From an optimization exercise on the open Yosys and OpenROAD flow, aimed at a short achievable clock period and few clock cycles per item; shortcuts taken in it are not production practice.
Function was checked by simulation only, so behaviour that the tests miss may differ from the original.
Power is estimated from default activity; no workload was simulated.

==> flow/design.v <==
package rrdr_pkg;
    localparam int LINE_DEPTH = 7;
    localparam logic [7:0] REG_OPCODE_FIRST  = 8'd0;
    localparam logic [7:0] REG_OPCODE_SECOND = 8'd1;
    localparam logic [7:0] REG_OPCODE_THIRD  = 8'd2;
    localparam logic [7:0] REG_TWO_BYTE_MODE = 8'd3;
    localparam logic [7:0] REG_LOAD_BASE     = 8'd4;
    localparam logic [7:0] REG_WINDOW_START  = 8'd5;
    localparam logic [7:0] REG_WINDOW_LENGTH = 8'd6;
    localparam logic [7:0] REG_DEST_START    = 8'd7;
    localparam logic [7:0]  RST_OPCODE_FIRST  = 8'h48;
    localparam logic [7:0]  RST_OPCODE_SECOND = 8'h8D;
    localparam logic [7:0]  RST_OPCODE_THIRD  = 8'h05;
    localparam logic        RST_TWO_BYTE_MODE = 1'b0;
    localparam logic [31:0] RST_LOAD_BASE     = 32'h0060_0000;
    localparam logic [31:0] RST_WINDOW_START  = 32'h0000_0000;
    localparam logic [26:0] RST_WINDOW_LENGTH = 27'd0;
    localparam logic [31:0] RST_DEST_START    = 32'h00E0_0000;
    localparam logic [2:0] NEED_TWO   = 3'd6;
    localparam logic [2:0] NEED_THREE = 3'd7;
endpackage
module rrdr_scan #(
    parameter int POSITION_BITS = 26
) (
    input  logic [7:0]               i_opcode_first,
    input  logic [7:0]               i_opcode_second,
    input  logic [7:0]               i_opcode_third,
    input  logic                     i_two_byte_mode,
    input  logic [31:0]              i_off_base,       
    input  logic [31:0]              i_disp_base,      
    input  logic [26:0]              i_window_length,
    input  logic [55:0]              i_line,
    input  logic [2:0]               i_avail,
    input  logic [2:0]               i_skip,
    input  logic [POSITION_BITS-1:0] i_pos,
    output logic [7:0]               o_head,
    output logic [55:0]              o_line,
    output logic [2:0]               o_skip
);
    logic [2:0]  need;
    logic        match;
    logic [31:0] disp;
    logic [31:0] offset;
    logic [31:0] patch_disp;
    logic        in_window;
    logic [55:0] patched;
    always_comb begin
        need  = i_two_byte_mode ? rrdr_pkg::NEED_TWO : rrdr_pkg::NEED_THREE;
        match = (i_avail >= need) &&
                (i_line[7:0]   == i_opcode_first) &&
                (i_line[15:8]  == i_opcode_second) &&
                (i_two_byte_mode || (i_line[23:16] == i_opcode_third));
        if (i_two_byte_mode) begin
            disp = i_line[47:16];
        end else begin
            disp = i_line[55:24];
        end
        offset    = i_off_base + 32'(i_pos) + disp;
        in_window = offset < {5'd0, i_window_length};
        patch_disp = i_disp_base + disp;
        patched = i_line;
        if ((i_skip == 3'd0) && match && in_window) begin
            if (i_two_byte_mode) begin
                patched[47:16] = patch_disp;
            end else begin
                patched[55:24] = patch_disp;
            end
        end
        if (i_skip != 3'd0) begin
            o_skip = i_skip - 3'd1;
        end else if (match) begin
            o_skip = need - 3'd1;
        end else begin
            o_skip = 3'd0;
        end
        o_head = i_line[7:0];
        o_line = {8'd0, patched[55:8]};
    end
endmodule
module rip_relative_displacement_relocator_unit #(
    parameter int POSITION_BITS = 26
) (
    input  logic               i_clk,
    input  logic               i_rst_n,
    input  logic               i_in_valid,
    output logic               i_in_ready,
    input  logic [7:0]         i_in_byte,
    input  logic               i_in_last,
    output logic               o_out_valid,
    input  logic               o_out_ready,
    output logic [7:0]         o_out_byte,
    output logic               o_out_last,
    input  logic               i_cfg_valid,
    output logic               i_cfg_ready,
    input  logic [7:0]         i_cfg_index,
    input  logic [31:0]        i_cfg_value
);
    logic [7:0]  r_opc_first,  n_opc_first;
    logic [7:0]  r_opc_second, n_opc_second;
    logic [7:0]  r_opc_third,  n_opc_third;
    logic        r_two_byte,   n_two_byte;
    logic [31:0] r_load_base,  n_load_base;
    logic [31:0] r_win_start,  n_win_start;
    logic [26:0] r_win_len,    n_win_len;
    logic [31:0] r_dest_start, n_dest_start;
    logic [31:0] r_off_base,   n_off_base;
    logic [31:0] r_disp_base,  n_disp_base;
    logic [55:0]              r_line,  n_line;
    logic [2:0]               r_count, n_count;
    logic [2:0]               r_skip,  n_skip;
    logic [POSITION_BITS-1:0] r_pos,   n_pos;
    logic                     r_drain, n_drain;
    logic  r_out_valid, n_out_valid;
    logic [7:0] r_out_byte,  n_out_byte;
    logic  r_out_last,  n_out_last;
    logic [7:0]  scan_head;
    logic [55:0] scan_line;
    logic [2:0]  scan_skip;
    logic       out_free;
    logic       emit_go;
    logic       in_go;
    logic       drain_end;
    logic [2:0] count_after;
    assign i_cfg_ready = 1'b1;
    always_comb begin
        n_opc_first  = r_opc_first;
        n_opc_second = r_opc_second;
        n_opc_third  = r_opc_third;
        n_two_byte   = r_two_byte;
        n_load_base  = r_load_base;
        n_win_start  = r_win_start;
        n_win_len    = r_win_len;
        n_dest_start = r_dest_start;
        if (i_cfg_valid) begin
            case (i_cfg_index)
                rrdr_pkg::REG_OPCODE_FIRST:  n_opc_first  = i_cfg_value[7:0];
                rrdr_pkg::REG_OPCODE_SECOND: n_opc_second = i_cfg_value[7:0];
                rrdr_pkg::REG_OPCODE_THIRD:  n_opc_third  = i_cfg_value[7:0];
                rrdr_pkg::REG_TWO_BYTE_MODE: n_two_byte   = i_cfg_value[0];
                rrdr_pkg::REG_LOAD_BASE:     n_load_base  = i_cfg_value;
                rrdr_pkg::REG_WINDOW_START:  n_win_start  = i_cfg_value;
                rrdr_pkg::REG_WINDOW_LENGTH: n_win_len    = i_cfg_value[26:0];
                rrdr_pkg::REG_DEST_START:    n_dest_start = i_cfg_value;
                default: ;
            endcase
        end
        n_off_base  = n_load_base - n_win_start +
                      {29'd0, (n_two_byte ? rrdr_pkg::NEED_TWO : rrdr_pkg::NEED_THREE)};
        n_disp_base = n_dest_start - n_win_start;
    end
    always_ff @(posedge i_clk) begin
        if (!i_rst_n) begin
            r_opc_first  <= rrdr_pkg::RST_OPCODE_FIRST;
            r_opc_second <= rrdr_pkg::RST_OPCODE_SECOND;
            r_opc_third  <= rrdr_pkg::RST_OPCODE_THIRD;
            r_two_byte   <= rrdr_pkg::RST_TWO_BYTE_MODE;
            r_load_base  <= rrdr_pkg::RST_LOAD_BASE;
            r_win_start  <= rrdr_pkg::RST_WINDOW_START;
            r_win_len    <= rrdr_pkg::RST_WINDOW_LENGTH;
            r_dest_start <= rrdr_pkg::RST_DEST_START;
            r_off_base   <= rrdr_pkg::RST_LOAD_BASE - rrdr_pkg::RST_WINDOW_START + {29'd0, rrdr_pkg::NEED_THREE};
            r_disp_base  <= rrdr_pkg::RST_DEST_START - rrdr_pkg::RST_WINDOW_START;
        end else begin
            r_opc_first  <= n_opc_first;
            r_opc_second <= n_opc_second;
            r_opc_third  <= n_opc_third;
            r_two_byte   <= n_two_byte;
            r_load_base  <= n_load_base;
            r_win_start  <= n_win_start;
            r_win_len    <= n_win_len;
            r_dest_start <= n_dest_start;
            r_off_base   <= n_off_base;
            r_disp_base  <= n_disp_base;
        end
    end
    rrdr_scan #(
        .POSITION_BITS (POSITION_BITS)
    ) u_scan (
        .i_opcode_first  (r_opc_first),
        .i_opcode_second (r_opc_second),
        .i_opcode_third  (r_opc_third),
        .i_two_byte_mode (r_two_byte),
        .i_off_base      (r_off_base),
        .i_disp_base     (r_disp_base),
        .i_window_length (r_win_len),
        .i_line          (r_line),
        .i_avail         (r_count),
        .i_skip          (r_skip),
        .i_pos           (r_pos),
        .o_head          (scan_head),
        .o_line          (scan_line),
        .o_skip          (scan_skip)
    );
    assign out_free  = !r_out_valid || o_out_ready;
    assign emit_go   = out_free && (r_drain ? (r_count != 3'd0)
                                            : (r_count == 3'(rrdr_pkg::LINE_DEPTH)));
    assign drain_end = emit_go && r_drain && (r_count == 3'd1);
    assign i_in_ready = !r_drain && ((r_count != 3'(rrdr_pkg::LINE_DEPTH)) || emit_go);
    assign in_go     = i_in_valid && i_in_ready;
    assign count_after = r_count - {2'd0, emit_go};
    always_comb begin
        n_line  = emit_go ? scan_line : r_line;
        n_count = count_after;
        n_skip  = emit_go ? scan_skip : r_skip;
        n_pos   = emit_go ? (r_pos + 1'b1) : r_pos;
        n_drain = r_drain;
        if (in_go) begin
            for (int k = 0; k < rrdr_pkg::LINE_DEPTH; k++) begin
                if (3'(k) == count_after) begin
                    n_line[8*k +: 8] = i_in_byte;
                end
            end
            n_count = count_after + 3'd1;
            if (i_in_last) begin
                n_drain = 1'b1;
            end
        end
        if (drain_end) begin
            n_line  = '0;
            n_count = 3'd0;
            n_skip  = 3'd0;
            n_pos   = '0;
            n_drain = 1'b0;
        end
        n_out_valid = r_out_valid;
        n_out_byte  = r_out_byte;
        n_out_last  = r_out_last;
        if (emit_go) begin
            n_out_valid = 1'b1;
            n_out_byte  = scan_head;
            n_out_last  = drain_end;
        end else if (o_out_ready) begin
            n_out_valid = 1'b0;
        end
    end
    always_ff @(posedge i_clk) begin
        if (!i_rst_n) begin
            r_line      <= '0;
            r_count     <= 3'd0;
            r_skip      <= 3'd0;
            r_pos       <= '0;
            r_drain     <= 1'b0;
            r_out_valid <= 1'b0;
        end else begin
            r_line      <= n_line;
            r_count     <= n_count;
            r_skip      <= n_skip;
            r_pos       <= n_pos;
            r_drain     <= n_drain;
            r_out_valid <= n_out_valid;
        end
    end
    always_ff @(posedge i_clk) begin
        r_out_byte <= n_out_byte;
        r_out_last <= n_out_last;
    end
    assign o_out_valid = r_out_valid;
    assign o_out_byte  = r_out_byte;
    assign o_out_last  = r_out_last;
endmodule
==> flow/run.sh <==
#!/bin/bash
# synth_recipe.tcl (not shown) runs the flow's synth.tcl, then flattens the netlist and writes it again
# the make line also repeats each setting of config.mk as NAME=value (left out here)
make -C /OpenROAD-flow-scripts/flow DESIGN_CONFIG=/design/flow/config.mk WORK_HOME=/design/flow/orfs CLKGATE_MAP_FILE= SYNTH_SCRIPT=/design/flow/synth_recipe.tcl finish
==> flow/config.mk <==
export PLATFORM = sky130hd
export DESIGN_NAME = rip_relative_displacement_relocator_unit
export DESIGN_NICKNAME = rip_relative_displacement_relocator_unit
export VERILOG_FILES = /design/flow/design.v
export SDC_FILE = /design/flow/constraint.sdc
export NUM_CORES = 4
export LEC_CHECK = 0
export CAP_MARGIN = 20
export CORE_MARGIN = 2
export CORE_UTILIZATION = 40
export SLEW_MARGIN = 20
==> flow/constraint.sdc <==
create_clock -name core_clock -period 6.3 [get_ports {i_clk}]
set_input_delay 1.2600 -clock core_clock [delete_from_list [all_inputs] [get_ports {i_clk}]]
set_output_delay 1.2600 -clock core_clock [all_outputs]
set_load 0.01 [all_outputs]
==> impl_metrics.yaml <==
run_status:
  outcome: "complete, no violations"
die:
  fp.dieH_um: 232
  start_util: 0.405
  num_rows: 83
  io_pins: 66
  die_w_um: 232
  die_area_sq_um: 53700
  design.core.area_sq_um: 51300
synthesis:
  yosysUniqueCellTypes: 93
  synth.area.top_cells: "dfxtp_1 29%, ha_1 12%, nand2_1 5.4%"
  syn-cell-area_sq_um: 20800
  syn_avg_cell_area_sq_um: 8.49
  synth-seq-cells: 311
  synth_top_family_by_area: "simple AND/OR/NAND/NOR gates"
  seq_area_frac_synth: 0.304
  synth_xor_area_frac: 0.0620
  yosysTopAreaCellShare: 0.291
  syn-instance-count: 2446
  synthAdderAreaFrac: 0.147
  netlist.top_cell.by_area: "dfxtp_1"
  yosys.area_share.simple: 0.196
  synth_edf_count: 9
  ys.flop_type: "dfxtp_1"
  synth-async-reset-ratio: 0
  yosysWarnings: 2
  synth_compound_area_frac: 0.175
  muxShareOfSynthArea: 0.0791
  synth_fp_nets: 2726
setup_path:
  path_max_fanout: 17
  critPathArrivalTime_ps: 6490
  critPathCapture: "r_line[15]"
  startpoint: "r_two_byte"
  path_class: "flop to flop"
  reg2reg_depth: 26
  required_ps: 6750
  r2r_start: "r_two_byte"
  worst_setup_path_start_kind: "flop"
  endpoint_kind: "flop"
  regToRegEndpoint: "r_line[15]"
  rrSetupSlack_ps: 260
route:
  routedWlPerCell_um: 19.2
  ant_nets: 0
  dr.first_iter.drc_count: 1144
  drc: 0
  routed_via_density: 5.57
  dr.pass1.iters: 5
  routed_wl_um: 62400
  vias: 18060
global_route:
  grt_max_degree: 62
  grt-ovfl-total: 0
  grt_busiest_layer: "met2"
  use_met3: 0.0271
  grt_use_met2: 0.371
  first_global_vias: 17538
  antenna_found_initial: 2
  grt_util_met1: 0.321
  grt_pass1_wl_um: 97500
  grt_util_all_layers: 0.230
timing:
  finalCriticalPeriod_ps: 6040
  hold_violations: 0
  tightest_slew_ps: 873
  setup_viol: 0
  fin_crit_sh: 0.959
  slew_headroom: 0.414
  fin_skew_ps: 28.7
  setup_tns_ps: 0
  slew_viol_final: 0
  fmax_mhz: 166
clock_network:
  cts.sinks: 311
  clk_path_buf_depth: 3
  cts-root-buf: "clkbuf_16"
  cts_buffers: 37
  clock_latency_ps: 570
  cts_max_level: 2
  clkTransAtPathRegs_ps: 60
  cts_tree: "yes"
  cts_hold_buf: 0
cells_and_area:
  syn_to_final_growth_pct: 15.7
  drive_gt1_frac: 0.107
  fin_nets: 2818
  fin_area_sq_um: 24000
  antenna_cells: 0
  postLayoutCoreUtil: 0.468
place:
  dp_hpwl_um: 47700
  globalplace.congestion: 0.931
  postPlaceCellArea_sq_um: 22500
  io_buffers: 64
power_and_ir_drop:
  p_leak_nw: 10.3
  powerDensity_nw_per_um2: 217
  finalPower_mw: 5.22
  vdd_ir_drop_max_mv: 0.207
min_path:
  worstHoldPathType: "flop to flop"
  min_from: "r_win_len[20]"
run:
  drv_cap: 0
[report_power, final]
part | leakage (nW) | switching, mW | internal [mW]
logic | 7.08 | 0.462 | 0.309
clock network | 0.650 | 0.922 | 1.42
registers | 2.52 | 0.0654 | 2.04
total | 10.3 | 1.45 | 3.77
[timing repair]
action | 4_1_cts | 5_1_grt
buffers inserted | 0 | 10
setup endpoints to repair | 0 | 39
gates resized for setup | 0 | 24
[metal layers]
metal	vias to the layer above	part of all wire	routed length, um
met5	-	0	0
met4	0	0.026	1600
met3	104	0.046	2850
met2	453	0.45	27800
met1	8620	0.48	30100
li1	8883	-	-
[registers in the layout (all words and copies together) (netlist names)]
name / count
r_count: 3
r_dest_start: 32
r_disp_base: 32
r_drain: 1
r_line: 56
r_load_base: 32
r_off_base: 32
r_opc_first: 8
r_opc_second: 8
r_opc_third: 8
r_out_byte: 8
r_out_last: 1
r_out_valid: 1
r_pos: 26
r_skip: 3
r_two_byte: 1
r_win_len: 27
r_win_start: 32
[cell usage after synthesis (7+ instances only)]
cell type  number
dfxtp_1       302
nand2_1       298
nor2_1        215
ha_1          196
a21oi_1       177
o21ai_0        98
inv_1          92
mux2i_1        91
clkbuf_1       84
xor2_1         83
and2_1         67
mux2_2         65
xnor2_1        62
a21o_1         55
nand3_1        51
nor3_1         37
nand4_1        34
fa_1           30
o21a_1         29
a211oi_1       27
o211ai_1       26
or3_1          25
and3_1         23
nor2b_1        22
a31oi_1        20
nand2b_1       19
nor3b_1        15
a311oi_1       12
nor4_1         12
o21bai_1       12
or2_2          12
buf_1          11
o31ai_1        10
a22oi_1         9
edfxtp_1        9
a211o_1         7
[worst max-delay path, stage by stage (launching register included)]
cell and delay, ps:
dfxtp_4 420, buf_12 160, buf_4 260, mux2_2 420, fa_1 450, ha_1 370
or3_1 370, o21ai_0 150, a31oi_4 50, and2_1 190, o21ai_1 130, nand2b_1 110
a21o_1 200, a21oi_2 140, xnor2_1 130, ha_1 260, nand2_1 90, o311a_1 220
nor2b_2 150, nand4_1 150, nor4b_4 360, nand3_2 140, buf_12 180, nor3_4 340
buf_4 180, mux2i_1 190, o21ai_0 90
[cells in the final DEF, fill, tap and decap left out, types with 14 or more instances in the layout]
| master | n |
|---|---|
| nand4_1 | 34 |
| dfxtp_1 | 301 |
| nand2b_1 | 19 |
| ha_1 | 194 |
| mux2_2 | 63 |
| nor3b_1 | 14 |
| o21ai_0 | 95 |
| a211oi_1 | 27 |
| mux2i_1 | 91 |
| and3_1 | 22 |
| a31oi_1 | 19 |
| clkdlybuf4s50_1 | 63 |
| nand3_1 | 51 |
| nor2_1 | 214 |
| xnor2_1 | 62 |
| nor2b_1 | 21 |
| a21o_1 | 55 |
| inv_1 | 91 |
| nand2_1 | 297 |
| o211ai_1 | 26 |
| a21oi_1 | 175 |
| o21a_1 | 29 |
| fa_1 | 30 |
| clkbuf_16 | 38 |
| nor3_1 | 37 |
| and2_1 | 67 |
| xor2_1 | 83 |
| or3_1 | 25 |
| buf_4 | 82 |
[worst min path at each step]
stage / endpoint / cells past startpoint
2_1_floorplan: r_win_len[10] / 2
3_3_place_gp: r_win_len[0] / 2
3_5_place_dp: r_win_len[20] / 2
4_1_cts: r_win_len[20] / 2
5_1_grt: r_win_len[12] / 2
6_report: r_win_len[20] / 2
[final cells by class]
cell class	count	area, sq um
clock buffers	52	1090
multi-input cells	1939	13800
repair buffers	155	1390
fillers	4925	27300
inverters	94	355
flip-flops and latches	311	6320
clock inverters	14	228
well taps	680	851
[metrics by stage]
step	setup WS [ps]	instances	hold slack, ps
global placement	10.3	3168	443
global route	-19.3	3245	466
finish	261	3245	453
detailed placement	-69.7	3169	447
CTS	135	3235	454
floorplan	38.1	2446	436
[cell families (layout without fill, tap and decap cells)]
family | Yosys count | count (layout)
AOI/OAI and AO/OA | 557 | 557
xor gates and xnor gates | 146 | 146
adders and majority gates | 226 | 226
buffers and inverters | 196 | 315
DFF | 311 | 311
muxes | 156 | 156
other | 1 | 1
and+or+nand+nor | 853 | 853
Testbench counts, summed over its fixed seeds: cycles 37,161, bytes 34,913.

[what the ideal ports hide]
In the flow no input, the clock included, has a driving cell. The finished layout below was timed again as built, in two steps. Step 1 sets driving cells, clkbuf_16 on the clock port and buf_2 on the other inputs (assumed; they add their load-dependent delay and slew). Step 2 adds t to the input delays and takes it off the output delays; t is the mean of the earliest and latest rising clock arrival at the registers after step 1. Input paths then give back, and output paths get back, about the clock's delay inside the block. a / b / c = ideal / step 1 / step 2; a / b = the first two.
shift t [ns]: 0.619
setup slack, ns: 0.261 / 0.261 / -0.121
worst setup path at the end: input to register
latest minus earliest clock arrival (ns): 0.029 / 0.029
worst data-port slew with drivers (ns): 0.06
Met with ideal ports but missed after step 2: setup timing in this run. The setup slack of this run moves by 0.000 ns with the drivers and by -0.382 ns with both steps.
